From an optimization exercise on the open Yosys and OpenROAD flow, aimed at a short achievable clock period and few clock cycles per item; shortcuts taken in it are not production practice. Only simulation tests tie the RTL to the original design; equivalence was not proved.

==> flow/run.sh <==
#!/bin/bash
# synth_recipe.tcl (not shown) runs the flow's synth.tcl, then flattens the netlist and writes it again
# the make line also repeats each setting of config.mk as NAME=value (left out here)
make -C /OpenROAD-flow-scripts/flow DESIGN_CONFIG=/design/flow/config.mk WORK_HOME=/design/flow/orfs CLKGATE_MAP_FILE= SYNTH_SCRIPT=/design/flow/synth_recipe.tcl finish
==> flow/config.mk <==
export PLATFORM = sky130hd
export DESIGN_NAME = mdc_top
export DESIGN_NICKNAME = mdc_top
export VERILOG_FILES = /design/flow/design.v
export SDC_FILE = /design/flow/constraint.sdc
export NUM_CORES = 8
export LEC_CHECK = 0
export CAP_MARGIN = 20
export CORE_MARGIN = 2
export CORE_UTILIZATION = 40
export SETUP_SLACK_MARGIN = 1.0
export SLEW_MARGIN = 20
==> flow/constraint.sdc <==
create_clock -name core_clock -period 25.0 [get_ports {clk}]
set_input_delay 5.0000 -clock core_clock [delete_from_list [all_inputs] [get_ports {clk}]]
set_output_delay 5.0000 -clock core_clock [all_outputs]
set_load 0.01 [all_outputs]
==> flow/design.v <==
package mdc_data_pkg;
    localparam int entry_w = 11;
    localparam int n_det2 = 9;
    localparam int n_det3 = 4;
    typedef logic signed [entry_w-1:0] entry_t;
    typedef logic signed [2*entry_w:0] det2_t;
    typedef logic signed [50:0] det3_t;
    typedef struct packed {
        entry_t [0:3][0:3] e;
    } matrix_t;
    localparam int result_w = 207;
    typedef logic [result_w-1:0] result_t;
endpackage
package mdc_ctrl_pkg;
    localparam int mode_w = 5;
    localparam int mode_code_w = 9;
    localparam int data_code_w = 15;
    typedef logic [mode_w-1:0] mode_t;
    localparam mode_t mode_det3 = 5'b00110;
    typedef enum logic [1:0] {
        IDLE,
        READ,
        CALC,
        OUT
    } phase_t;
    typedef logic [3:0] step_t;
    localparam int det2_steps = 9;
    localparam int det3_steps = 12;
    typedef struct packed {
        logic  det2_en;
        logic  det3_en;
        step_t step;
        logic  load;
        logic  sel_det3;
    } ctrl_t;
endpackage
`timescale 1ns/10ps
module hamming_decoder #(
    parameter int data_w = 11
) (
    input  logic [data_w+$clog2(data_w+$clog2(data_w)+1)-1:0] code,
    output logic [data_w-1:0]                                 data
);
    localparam int par_w = $clog2(data_w + $clog2(data_w) + 1);
    localparam int code_w = data_w + par_w;
    logic [par_w-1:0]  syndrome;
    logic [code_w-1:0] fixed;
    logic [data_w-1:0] bits;
    always_comb begin
        syndrome = '0;
        for (int pos = 1; pos <= code_w; pos++) begin
            if (code[code_w-pos]) begin
                syndrome = syndrome ^ par_w'(pos);
            end
        end
    end
    always_comb begin
        fixed = code;
        if (syndrome != '0 && syndrome <= code_w) begin
            fixed[code_w-syndrome] = ~code[code_w-syndrome];
        end
    end
    always_comb begin
        int k;
        k = data_w - 1;
        bits = '0;
        for (int pos = 1; pos <= code_w; pos++) begin
            if ((pos & (pos - 1)) != 0) begin
                bits[k] = fixed[code_w-pos];
                k = k - 1;
            end
        end
    end
    assign data = bits;
endmodule
`timescale 1ns/10ps
module mdc_ctrl (
    input  logic                   clk,
    input  logic                   rst_n,
    input  logic                   in_valid,
    input  logic [mdc_ctrl_pkg::mode_code_w-1:0] in_mode,
    output mdc_ctrl_pkg::ctrl_t                  ctrl
);
    mdc_ctrl_pkg::phase_t                 phase;
    mdc_ctrl_pkg::phase_t                 phase_nx;
    logic [mdc_ctrl_pkg::mode_code_w-1:0] mode_code;
    mdc_ctrl_pkg::mode_t                  mode;
    logic                   valid_q;
    logic                   sel_det3;
    mdc_ctrl_pkg::step_t                  step;
    logic                   calc_last;
    hamming_decoder #(.data_w(mdc_ctrl_pkg::mode_w)) u_mode_dec (
        .code (mode_code),
        .data (mode)
    );
    always_ff @(posedge clk or negedge rst_n) begin
        if (!rst_n) begin
            valid_q   <= 1'b0;
            mode_code <= '0;
        end else begin
            valid_q <= in_valid;
            if (phase == mdc_ctrl_pkg::IDLE && in_valid) begin
                mode_code <= in_mode;
            end
        end
    end
    assign calc_last = (step == (sel_det3 ? mdc_ctrl_pkg::step_t'(mdc_ctrl_pkg::det3_steps - 1) : mdc_ctrl_pkg::step_t'(mdc_ctrl_pkg::det2_steps - 1)));
    always_comb begin
        phase_nx = phase;
        case (phase)
            mdc_ctrl_pkg::IDLE: if (in_valid) phase_nx = mdc_ctrl_pkg::READ;
            mdc_ctrl_pkg::READ: if (!valid_q) phase_nx = mdc_ctrl_pkg::CALC;
            mdc_ctrl_pkg::CALC: if (calc_last) phase_nx = mdc_ctrl_pkg::OUT;
            mdc_ctrl_pkg::OUT:  phase_nx = mdc_ctrl_pkg::IDLE;
            default: phase_nx = mdc_ctrl_pkg::IDLE;
        endcase
    end
    always_ff @(posedge clk or negedge rst_n) begin
        if (!rst_n) begin
            phase    <= mdc_ctrl_pkg::IDLE;
            step     <= '0;
            sel_det3 <= 1'b0;
        end else begin
            phase <= phase_nx;
            if (phase == mdc_ctrl_pkg::CALC && !calc_last) begin
                step <= step + mdc_ctrl_pkg::step_t'(1);
            end else begin
                step <= '0;
            end
            if (phase == mdc_ctrl_pkg::READ && !valid_q) begin
                sel_det3 <= (mode == mdc_ctrl_pkg::mode_det3);
            end
        end
    end
    always_comb begin
        ctrl.det2_en  = (phase == mdc_ctrl_pkg::CALC) && !sel_det3;
        ctrl.det3_en  = (phase == mdc_ctrl_pkg::CALC) && sel_det3;
        ctrl.step     = step;
        ctrl.load     = (phase == mdc_ctrl_pkg::OUT);
        ctrl.sel_det3 = sel_det3;
    end
endmodule
`timescale 1ns/10ps
module matrix_store (
    input  logic                   clk,
    input  logic                   rst_n,
    input  logic                   in_valid,
    input  logic [mdc_ctrl_pkg::data_code_w-1:0] in_data,
    output mdc_data_pkg::matrix_t                matrix
);
    logic [mdc_ctrl_pkg::data_code_w-1:0] code_q;
    logic                   valid_d;
    logic [3:0]             wr_ptr;
    mdc_data_pkg::entry_t                 entry;
    mdc_data_pkg::matrix_t                mat_q;
    hamming_decoder #(.data_w(mdc_data_pkg::entry_w)) u_data_dec (
        .code (code_q),
        .data (entry)
    );
    always_ff @(posedge clk) begin
        if (in_valid) begin
            code_q <= in_data;
        end
    end
    always_ff @(posedge clk or negedge rst_n) begin
        if (!rst_n) begin
            valid_d <= 1'b0;
            wr_ptr  <= '0;
        end else begin
            valid_d <= in_valid;
            wr_ptr  <= valid_d ? wr_ptr + 4'd1 : 4'd0;
        end
    end
    always_ff @(posedge clk) begin
        if (valid_d) begin
            for (int i = 0; i < 16; i++) begin
                if (wr_ptr == 4'(i)) begin
                    mat_q[(15-i)*mdc_data_pkg::entry_w +: mdc_data_pkg::entry_w] <= entry;
                end
            end
        end
    end
    assign matrix = mat_q;
endmodule
`timescale 1ns/10ps
module det2_unit (
    input  logic                   clk,
    input  logic                   rst_n,
    input  mdc_ctrl_pkg::ctrl_t                  ctrl,
    input  mdc_data_pkg::matrix_t                matrix,
    output mdc_data_pkg::det2_t [0:mdc_data_pkg::n_det2-1]     det2_res
);
    logic [1:0] r;
    logic [1:0] c;
    mdc_data_pkg::entry_t     a;
    mdc_data_pkg::entry_t     b;
    mdc_data_pkg::entry_t     g;
    mdc_data_pkg::entry_t     d;
    mdc_data_pkg::det2_t      det;
    always_comb begin
        r = 2'(ctrl.step / 3);
        c = 2'(ctrl.step % 3);
        a = matrix.e[r][c];
        b = matrix.e[r][c + 2'd1];
        g = matrix.e[r + 2'd1][c];
        d = matrix.e[r + 2'd1][c + 2'd1];
        det = a * d - b * g;
    end
    always_ff @(posedge clk or negedge rst_n) begin
        if (!rst_n) begin
            det2_res <= '0;
        end else if (ctrl.det2_en) begin
            det2_res[ctrl.step] <= det;
        end
    end
endmodule
`timescale 1ns/10ps
module det3_unit (
    input  logic                   clk,
    input  logic                   rst_n,
    input  mdc_ctrl_pkg::ctrl_t                  ctrl,
    input  mdc_data_pkg::matrix_t                matrix,
    output mdc_data_pkg::det3_t [0:mdc_data_pkg::n_det3-1]     det3_res
);
    logic [1:0] k;
    logic [1:0] t;
    logic [1:0] rb;
    logic [1:0] cb;
    logic [1:0] ra;
    logic [1:0] rc;
    mdc_data_pkg::entry_t     coef;
    mdc_data_pkg::det2_t      minor;
    mdc_data_pkg::det3_t      term;
    always_comb begin
        k  = 2'(ctrl.step / 3);
        t  = 2'(ctrl.step % 3);
        rb = {1'b0, k[1]};
        cb = {1'b0, k[0]};
        ra = rb + ((t == 2'd0) ? 2'd1 : 2'd0);
        rc = rb + ((t == 2'd2) ? 2'd1 : 2'd2);
        coef  = matrix.e[rb + t][cb];
        minor = matrix.e[ra][cb + 2'd1] * matrix.e[rc][cb + 2'd2]
              - matrix.e[ra][cb + 2'd2] * matrix.e[rc][cb + 2'd1];
        term  = coef * minor;
    end
    always_ff @(posedge clk or negedge rst_n) begin
        if (!rst_n) begin
            det3_res <= '0;
        end else if (ctrl.det3_en) begin
            if (t == 2'd0) begin
                det3_res[k] <= term;
            end else if (t[0]) begin
                det3_res[k] <= det3_res[k] - term;
            end else begin
                det3_res[k] <= det3_res[k] + term;
            end
        end
    end
endmodule
`timescale 1ns/10ps
module result_reg (
    input  logic                 clk,
    input  logic                 rst_n,
    input  mdc_ctrl_pkg::ctrl_t                ctrl,
    input  mdc_data_pkg::det2_t [0:mdc_data_pkg::n_det2-1]   det2_res,
    input  mdc_data_pkg::det3_t [0:mdc_data_pkg::n_det3-1]   det3_res,
    output logic                 out_valid,
    output mdc_data_pkg::result_t              out_data
);
    always_ff @(posedge clk or negedge rst_n) begin
        if (!rst_n) begin
            out_valid <= 1'b0;
            out_data  <= '0;
        end else begin
            out_valid <= ctrl.load;
            if (ctrl.load) begin
                out_data <= ctrl.sel_det3 ? {3'b000, det3_res} : det2_res;
            end
        end
    end
endmodule
`timescale 1ns/10ps
module mdc_top (
    input  logic                   clk,
    input  logic                   rst_n,
    input  logic                   in_valid,
    input  logic [mdc_ctrl_pkg::data_code_w-1:0] in_data,
    input  logic [mdc_ctrl_pkg::mode_code_w-1:0] in_mode,
    output logic                   out_valid,
    output mdc_data_pkg::result_t                out_data
);
    mdc_ctrl_pkg::ctrl_t              ctrl;
    mdc_data_pkg::matrix_t            matrix;
    mdc_data_pkg::det2_t [0:mdc_data_pkg::n_det2-1] det2_res;
    mdc_data_pkg::det3_t [0:mdc_data_pkg::n_det3-1] det3_res;
    mdc_ctrl u_ctrl (
        .clk      (clk),
        .rst_n    (rst_n),
        .in_valid (in_valid),
        .in_mode  (in_mode),
        .ctrl     (ctrl)
    );
    matrix_store u_store (
        .clk      (clk),
        .rst_n    (rst_n),
        .in_valid (in_valid),
        .in_data  (in_data),
        .matrix   (matrix)
    );
    det2_unit u_det2 (
        .clk      (clk),
        .rst_n    (rst_n),
        .ctrl     (ctrl),
        .matrix   (matrix),
        .det2_res (det2_res)
    );
    det3_unit u_det3 (
        .clk      (clk),
        .rst_n    (rst_n),
        .ctrl     (ctrl),
        .matrix   (matrix),
        .det3_res (det3_res)
    );
    result_reg u_result (
        .clk       (clk),
        .rst_n     (rst_n),
        .ctrl      (ctrl),
        .det2_res  (det2_res),
        .det3_res  (det3_res),
        .out_valid (out_valid),
        .out_data  (out_data)
    );
endmodule
==> summary.md <==
| Metric | Value |
|---|---|
| Avg Cell Area, Syn | slightly below 9 µm² |
| Place WS | 0.0671 ns |
| Unrepaired setup endpoints after global routing | false |
| Share of layout cells above drive strength 1 | 0.154 |
| Multi-input logic area | ~0.11 mm² |
| Final layout net count | about 16k |
| Post-synth EDFFs | 191 |
| Cell Count Post-Placement | 19.6k |
| Status | complete, no violations |
| Worst-Skew Late Latency | just under 0.8 ns |
| CP Capture Type | register |
| Clock root cell | clkbuf_16 |
| Worst-path clk slew | roughly 0.07 ns |
| Fin. Hold Viols | 0 |
| Post-synthesis sequential area ratio | 0.160 |
| Total vias in the final route | 139k |
| Largest stage delay, worst path | 0.79 ns |
| Largest net degree at the start of global routing | around 150 |
| Final setup fails | 0 |
| Setup WS post-layout | roughly 1.6 ns |
| Vias per cell | roughly 7.0 |
| First-pass GRT wire length | between 1000000 and 1500000 µm |
| Fillers | 33.6k |
| Hold slack | 0.502 ns |
| Non-filler instance count after layout | approximately 20k |
| CTS sink cnt | slightly above 800 |
| Final Skew | between 0.08 and 0.09 ns |
| DRT iter0 DRCs | approximately 22k |
| HPWL Detailed | slightly below 600000 µm |
| Max_slew headroom | 0.0778 |
| Most area-hungry cell type in the Yosys netlist | mux4_2 |
| Fin crit share | 0.934 |
| Max Used Layer | met5 |
| TritonCTS clock tree | yes |
| Syn_nets | roughly 17k |
| Share of the synthesized area in the top cell type | 0.158 |
| Row count | 214 |
| Antenna violations before repair | 92 |
| Post-Syn Instances | 15.5k |
| Yosys warning count | 7 |
| Slowest-stage cell, CP | fa_2 |
| Placer Congestion | 1.08 |
| Post-synth ARST share | 0.770 |
| Num CTS Buffers | 91 |
| Metal-1 WL | about 280000 µm |
| Residual DRC | 0 |
| Routed wire length on met3 | roughly 110000 µm |
| Worst hold path class | reg2reg |
| Storage cell area | roughly 0.022 mm² |
| Core ar. | ~0.34 mm² |
| WP data arrival | ~24 ns |
| Die H | 588 µm |
| Routed Wire Length | between 700000 and 800000 µm |
| Total GRT Usage | 0.432 |
| Hold Buf Count CTS | 0 |
| Htree depth | 3 |
| WL met2 | roughly 310000 µm |
| Ys flop type | dfrtp_1 |
| Port bufs | roughly 230 |
| Die area | between 0.3 and 0.4 mm² |
| Max_cap viols | 0 |
| ANT nets after route | 0 |
| Worst-margin pin slew | about 1.4 ns |
| GR Overflow Total | 0 |
| Max clock buf depth | 3 |
| Crit path max fanout | 25 |
| Crit Path Category | reg2reg |
| Pins Over Slew Limit | 0 |
| Post-DR wirelength/cell | just under 40 µm |
| Vias in the first global route | 130k |
| Data required time of the worst path | 25.57 ns |
| CP startpoint kind | register |
| Highest clock rate | around 43 MHz |
| Area Growth Syn to Fin | 9.73% |
| Synth unique cells | 123 |
| Top Ports | 235 |
| Syn Std Cell Area | 0.136 mm² |
| Chip width | about 590 µm |
| Synth top area cells | mux4_2 16%, dfrtp_1 12%, mux2i_1 11%, fa_1 10%, nand2_1 4.7% |
| Starting Density | 0.401 |
| TNS Setup | 0 ns |
| Synthesized flop and latch total | between 800 and 900 |
| Fin crit period | ~23 ns |
| DRT Pass-1 Iters | 9 |
-- kinds of logic after synthesis --
| logic type | share of synthesized area |
|---|---|
| buffers and inverters | 0.0676 |
| DFF | 0.160 |
| muxes | 0.278 |
| and+or+nand+nor | 0.145 |
| xor gates and xnor gates | 0.0232 |
| AOI/OAI and AO/OA | 0.179 |
| adders and majority gates | 0.148 |
-- timing repair --
action	CTS	global route
endpoints found under the setup margin	146	196
buffers inserted	3	19
pin swaps	3	15
gates resized for setup	30	122
cloned	0	0
-- critical path, delay by kind of cell (launching register included) --
| kind | cells | cell delay [ns] |
|---|---|---|
| flops | 1 | 0.47 |
| simple gates | 12 | 2.53 |
| mux | 3 | 1.50 |
| buf+inv | 14 | 1.53 |
| xor+xnor | 3 | 0.79 |
| fa+ha+maj | 20 | 8.43 |
| compound gates | 29 | 7.91 |
-- Yosys cell counts (265+ instances only) --
library cell / instances
ha_1: 478
fa_1: 707
a21oi_1: 1123
mux4_2: 954
inv_1: 939
mux2i_1: 1529
clkbuf_1: 939
dfrtp_1: 640
nor2_1: 1238
nand2_1: 1693
o21ai_0: 829
nor3_1: 265
-- metal layers --
metal  track usage  up-vias
met4         0.303       64
met2         0.605    11200
met1         0.543    69100
met5       0.00575        -
met3         0.168     2821
li1              -    56000
-- placed cells by master (no fill, tap or decap), types with 637 or more instances in the layout --
master / synthesis / routed
fa_1: 707 / 695
nor2_1: 1238 / 1224
o21ai_0: 829 / 794
nand2_1: 1693 / 1684
mux2i_1: 1529 / 1515
buf_4: 59 / 690
a21oi_1: 1123 / 1101
dfrtp_1: 640 / 637
mux4_2: 954 / 954
inv_1: 939 / 931
-- path summary, 6_finish.rpt --
kind / depth (start not counted) / slack, ns / to / start
min in group asynchronous: 1 / 4.27 / u_result.out_data[77]$_DFFE_PN0P_ / rst_n
worst max register to register: 81 / 1.65 / u_det3.det3_res[30]$_DFFE_PN0P_ / u_ctrl.step[2]$_DFF_PN0_
max in group asynchronous: 4 / 17.43 / u_result.out_data[51]$_DFFE_PN0P_ / rst_n
worst min-delay path: 1 / 0.50 / u_det2.det2_res[0]$_DFFE_PN0P_ / u_det2.det2_res[0]$_DFFE_PN0P_
worst min register to register: 1 / 0.50 / u_det2.det2_res[0]$_DFFE_PN0P_ / u_det2.det2_res[0]$_DFFE_PN0P_
worst max-delay path: 81 / 1.65 / u_det3.det3_res[30]$_DFFE_PN0P_ / u_ctrl.step[2]$_DFF_PN0_
-- flip-flops by register name, summed over array words and instances, names as in the netlist --
register / cells
u_store.valid_d: 1
u_ctrl.sel_det3: 1
u_det3.det3_res: 204
u_store.mat_q: 176
u_ctrl.phase: 2
u_store.code_q: 15
u_ctrl.mode_code: 9
u_store.wr_ptr: 4
u_result.out_data: 207
u_ctrl.step: 4
u_det2.det2_res: 207
u_result.out_valid: 1
-- area by class of cell --
| cell class | count | share of cell area |
|---|---|---|
| Antenna cell | 68 | 0.00114 |
| Clock buffer | 115 | 0.0167 |
| Clock inverter | 56 | 0.00612 |
| Inverter | 958 | 0.0244 |
| Multi-Input combinational cell | 12300 | 0.715 |
| Sequential cell | 831 | 0.145 |
| Tap cell | 4536 | 0.0379 |
| Timing Repair Buffer | 950 | 0.0533 |
-- through the flow --
| step | cell area [µm²] | utilization |
|---|---|---|
| 6_report | 150000 | 0.441 |
| 5_1_grt | 149000 | 0.440 |
| 4_1_cts | 149000 | 0.438 |
| 2_1_floorplan | 136000 | - |
| 3_3_place_gp | 145000 | 0.427 |
| 3_5_place_dp | 145000 | 0.427 |
Testbench counts, summed over its fixed seeds: cycles 11,352, matrices 384.

## port drivers added, routing unchanged
How much do the figures lean on ideal ports? The routed layout below was timed once more, with nothing changed but the port constraints. Step 1 assumes that a clkbuf_16 drives the clock port and a buf_2 every other input. Step 2 adds t to the input delays and takes it off the output delays; t is the mean of the earliest and latest rising clock arrival at the registers after step 1. Input paths then give back, and output paths get back, about the clock's delay inside the block. Three values: ideal, step 1, step 2; two values: the first two.
t, ns: 0.833
slack for setup (ns): 1.649 / 1.649 / 1.649
worst register clock-pin slew, ns: 0.08 / 0.08
After both steps this run still meets setup and hold. The setup slack of this run moves by 0.000 ns with the drivers and by 0.000 ns with both steps.
